This is an optimization exercise on Yosys and OpenROAD, whose aim is small area, not a production implementation.
Function was checked by simulation only, so behaviour that the tests miss may differ from the original.

== north ==
==> flow/design.v <==
`timescale 1ns/100ps
`default_nettype none
module riscvTop (
    input  logic        clk,
    input  logic        rst,
    input  logic [31:0] mem_rdata,
    input  logic        mem_ready,
    output logic [14:0] mem_addr,
    output logic [31:0] mem_wdata,
    output logic        mem_we,
    output logic        mem_strobe
);
    localparam logic [3:0] S_FETCH  = 4'b1000;   
    localparam logic [3:0] S_FETCH2 = 4'b1001;   
    localparam logic [3:0] S_RS1    = 4'b1010;   
    localparam logic [3:0] S_RS2    = 4'b1011;   
    localparam logic [3:0] S_RDATA  = 4'b1100;   
    localparam logic [3:0] S_WRA    = 4'b1110;   
    localparam logic [3:0] S_WRR    = 4'b1111;   
    localparam logic [3:0] S_ADDR   = 4'b0000;   
    localparam logic [3:0] S_SHR    = 4'b0001;   
    localparam logic [3:0] S_Z0     = 4'b0010;   
    localparam logic [3:0] S_P32    = 4'b0011;   
    localparam logic [3:0] S_SL     = 4'b0100;   
    localparam logic [3:0] S_PCINC  = 4'b0101;   
    localparam logic [1:0] T_OP    = 2'd0;
    localparam logic [1:0] T_LOAD  = 2'd1;
    localparam logic [1:0] T_STORE = 2'd2;
    logic [3:0]  state;
    logic [14:0] pc;
    logic [31:0] w;
    logic [16:0] im;
    logic [3:0]  idx;
    logic [2:0]  f3;
    logic [1:0]  typ;
    logic [4:0]  cnt;
    logic        c;
    logic isOp;
    logic isLoad;
    logic isStore;
    assign isOp = typ == T_OP;
    assign isLoad = typ == T_LOAD;
    assign isStore = typ == T_STORE;
    logic        is32;
    logic [4:0]  major;
    logic        dLui;
    logic        dOp;
    logic        dLoad;
    logic        dStore;
    assign is32 = mem_rdata[1:0] == 2'b11;
    assign major = mem_rdata[6:2];
    assign dLui = is32 && major == 5'b01101;
    assign dOp = is32 && major == 5'b00100;
    assign dLoad = is32 && major == 5'b00000;
    assign dStore = is32 && major == 5'b01000;
    logic inFetch;
    logic inFetch2;
    logic inRs1;
    logic inRs2;
    logic inRdata;
    logic inWrite;
    logic inAddr;
    logic inShr;
    logic inZ0;
    logic inP32;
    logic inSl;
    logic inPcInc;
    assign inFetch = state == S_FETCH;
    assign inFetch2 = state == S_FETCH2;
    assign inRs1 = state == S_RS1;
    assign inRs2 = state == S_RS2;
    assign inRdata = state == S_RDATA;
    assign inWrite = state == S_WRA || state == S_WRR;
    assign inAddr = state == S_ADDR;
    assign inShr = state == S_SHR;
    assign inZ0 = state == S_Z0;
    assign inP32 = state == S_P32;
    assign inSl = state == S_SL;
    assign inPcInc = state == S_PCINC;
    logic x;
    logic y;
    logic last;
    logic cmp;
    logic flip;
    logic ax;
    logic ay;
    logic sum;
    logic cout;
    assign x = w[0];
    assign y = im[0];
    assign last = cnt == 5'd31;
    assign cmp = inP32 && isOp && f3[2:1] == 2'b01;
    assign flip = cmp && !f3[0] && last;
    assign ax = x ^ flip;
    assign ay = y ^ cmp ^ flip;
    assign sum = ax ^ ay ^ c;
    assign cout = (ax & ay) | (ax & c) | (ay & c);
    logic aluBit;
    always_comb begin
        case (f3)
            3'd0: aluBit = sum;
            3'd4: aluBit = x ^ y;
            3'd6: aluBit = x | y;
            3'd7: aluBit = x & y;
            default: aluBit = 1'b0;
        endcase
    end
    logic keep;
    logic extBit;
    assign keep = f3[1] || (!cnt[4] && (f3[0] || !cnt[3]));
    assign extBit = keep ? x : (!f3[2] & c);
    logic [1:0] lane;
    logic [4:0] target;
    logic       hit;
    logic       hitInv;
    logic       hit0;
    assign lane = f3[1] ? 2'b00 : {im[1], im[0] & !f3[0]};
    assign target = isOp ? im[4:0] : {lane, 3'b000};
    assign hit = cnt == target;
    assign hitInv = cnt == ~im[4:0];
    assign hit0 = cnt == 5'd0;
    logic nb;
    always_comb begin
        if (inShr) nb = isOp ? (im[10] & w[31]) : x;
        else if (inZ0) nb = isStore & x;
        else if (inP32) nb = isLoad ? extBit : aluBit;
        else nb = x;
    end
    logic shW;
    logic setLt;
    logic [3:0] ldW;
    assign shW = inAddr || (inShr && !hit) || (inZ0 && !hit0) || inP32 || inSl;
    assign setLt = cmp && last;
    always_comb begin
        ldW = 4'b0000;
        if (mem_ready) begin
            if (inFetch && dLui) ldW = 4'b1111;
            if (inRs1 || inRdata) ldW = 4'b1111;
            if (inRs2) ldW = {f3[1], f3[1], f3[1] | f3[0], 1'b1};
        end
    end
    logic [31:0] ldData;
    logic [31:0] shData;
    logic [31:0] ldMask;
    logic        holdW;
    assign ldData = (inFetch ? {mem_rdata[31:12], 12'd0} : mem_rdata);
    assign shData = {nb, w[31:2], setLt ? !cout : w[1]};
    assign ldMask = {{8{ldW[3]}}, {8{ldW[2]}}, {8{ldW[1]}}, {8{ldW[0]}}};
    assign holdW = !shW;
    assign mem_strobe = state[3];
    assign mem_we = inWrite;
    always_comb begin
        if (inFetch || inFetch2) mem_addr = pc;
        else if (inRdata || state == S_WRA) mem_addr = im[16:2];
        else mem_addr = {11'd0, idx};
    end
    assign mem_wdata = w;
    always_ff @(posedge clk) begin
        w <= (ldMask & ldData) | ({32{shW}} & shData) | (~ldMask & {32{holdW}} & w);
    end
    logic cntClr;
    logic cntInc;
    assign cntClr = state[3] && !(isStore && (inFetch2 || inRs2));
    assign cntInc = shW || inPcInc;
    always_ff @(posedge clk) begin
        if (rst) begin
            state <= S_FETCH;
            pc <= 15'h400;
            cnt <= 5'd0;
        end else begin
            if (cntClr) cnt <= 5'd0;
            else if (cntInc) cnt <= cnt + 5'd1;
            case (state)
                S_FETCH: begin
                    if (mem_ready) begin
                        f3 <= mem_rdata[14:12];
                        typ <= dLoad ? T_LOAD : dStore ? T_STORE : T_OP;
                        im <= dStore ? {{5{mem_rdata[31]}}, mem_rdata[31:25], mem_rdata[11:7]}
                                     : {{5{mem_rdata[31]}}, mem_rdata[31:20]};
                        idx <= dLui ? mem_rdata[10:7] : mem_rdata[18:15];
                        c <= 1'b1;
                        if (dLui) begin
                            state <= S_WRR;
                        end else if (dOp || dLoad || dStore) begin
                            state <= S_RS1;
                        end else begin
                            state <= S_PCINC;
                        end
                    end
                end
                S_RS1: begin
                    if (mem_ready) begin
                        c <= isOp && f3[2:1] == 2'b01;
                        if (!isOp) begin
                            state <= S_ADDR;
                        end else if (f3 == 3'd5) begin
                            state <= S_SHR;
                        end else if (f3 == 3'd1) begin
                            state <= S_SL;
                        end else begin
                            state <= S_P32;
                        end
                    end
                end
                S_ADDR: begin
                    im <= {sum, im[16:1]};
                    c <= cout;
                    if (cnt == 5'd16) state <= S_RDATA;
                end
                S_RDATA: begin
                    if (mem_ready) state <= S_SHR;
                end
                S_SHR: begin
                    if (hit) state <= S_FETCH2;
                end
                S_FETCH2: begin
                    if (mem_ready) begin
                        idx <= isStore ? mem_rdata[23:20] : mem_rdata[10:7];
                        state <= isStore ? S_RS2 : isLoad ? S_P32 : S_WRR;
                    end
                end
                S_RS2: begin
                    if (mem_ready) state <= S_Z0;
                end
                S_Z0: begin
                    if (hit0) begin
                        c <= 1'b1;
                        state <= isStore ? S_WRA : S_SL;
                    end
                end
                S_SL: begin
                    if (hitInv) state <= c ? S_FETCH2 : S_Z0;
                end
                S_P32: begin
                    im <= {im[16], im[16:1]};
                    if (isLoad) begin
                        if (keep) c <= x;
                    end else begin
                        c <= cout;
                    end
                    if (last) state <= isLoad ? S_WRR : S_FETCH2;
                end
                S_WRA, S_WRR: begin
                    if (mem_ready) begin
                        c <= 1'b1;
                        state <= S_PCINC;
                    end
                end
                S_PCINC: begin
                    pc <= {pc[0] ^ c, pc[14:1]};
                    c <= pc[0] & c;
                    if (cnt == 5'd14) state <= S_FETCH;
                end
                default: state <= S_FETCH;
            endcase
        end
    end
endmodule
`default_nettype wire
make LEC_CHECK=0 CAP_MARGIN=20 CORE_MARGIN=2 CORE_UTILIZATION=40 SLEW_MARGIN=20 finish   # period 6.0 ns
run.sh (not shown) runs the stock make flow with config.mk's settings and CLKGATE_MAP_FILE= SYNTH_SCRIPT=/design/flow/synth_recipe.tcl, a recipe that flattens the netlist after the stock synthesis.
### north -> south
Settings: CTS_BUF_LIST now sky130_fd_sc_hd__clkbuf_8, previously not set.
==> flow/flow/run.sh (new file) <==
#!/bin/bash
# Standard layout, but with the smallest buffer on every input and output port.
set -euo pipefail
export BUFFER_PORTS_ARGS="-buffer_cell sky130_fd_sc_hd__buf_1"
bash standard.sh > standard_flow.log 2>&1
==> flow/standard.sh (new file) <==
#!/bin/bash
# synth_recipe.tcl (not shown) runs the flow's synth.tcl, then flattens the netlist and writes it again
# the make line also repeats each setting of config.mk as NAME=value (left out here)
make -C /OpenROAD-flow-scripts/flow DESIGN_CONFIG=/design/flow/config.mk WORK_HOME=/design/flow/orfs CLKGATE_MAP_FILE= SYNTH_SCRIPT=/design/flow/synth_recipe.tcl "${@:-finish}"
removed: flow/run.sh
Sequential share of layout area was higher in south than in north.
Initial DRC count grows by more than 10% when moving from north to south.
Per the comparison of south with north, fraction of layout instances using a drive strength above 1 has increased, total number of vias has increased.

==> port drivers added, routing unchanged <==
The flow's constraints put no driver on any port. The routed layouts listed below were extracted and timed again, unchanged, in two steps. Step 1 (the two cells are an assumption about what drives the block):
set clk [get_ports {clk}]
set_driving_cell -lib_cell sky130_fd_sc_hd__clkbuf_16 $clk
set_driving_cell -lib_cell sky130_fd_sc_hd__buf_2 [delete_from_list [all_inputs] $clk]
Step 2, shift: input delay + t, output delay - t, t = (earliest + latest rising clock arrival at the registers) / 2. This alone moves slack from input paths to output paths. Three values: ideal, step 1, step 2; two values: the first two.
| run | t (ns) | slack for setup (ns) | worst data-port slew with drivers (ns) |
|---|---|---|---|
| north | 0.379 | 1.831 / 1.790 / 2.168 | 0.04 |
| south | 0.399 | 2.100 / 2.064 / 2.330 | 0.04 |
After both steps every run listed still meets setup and hold.
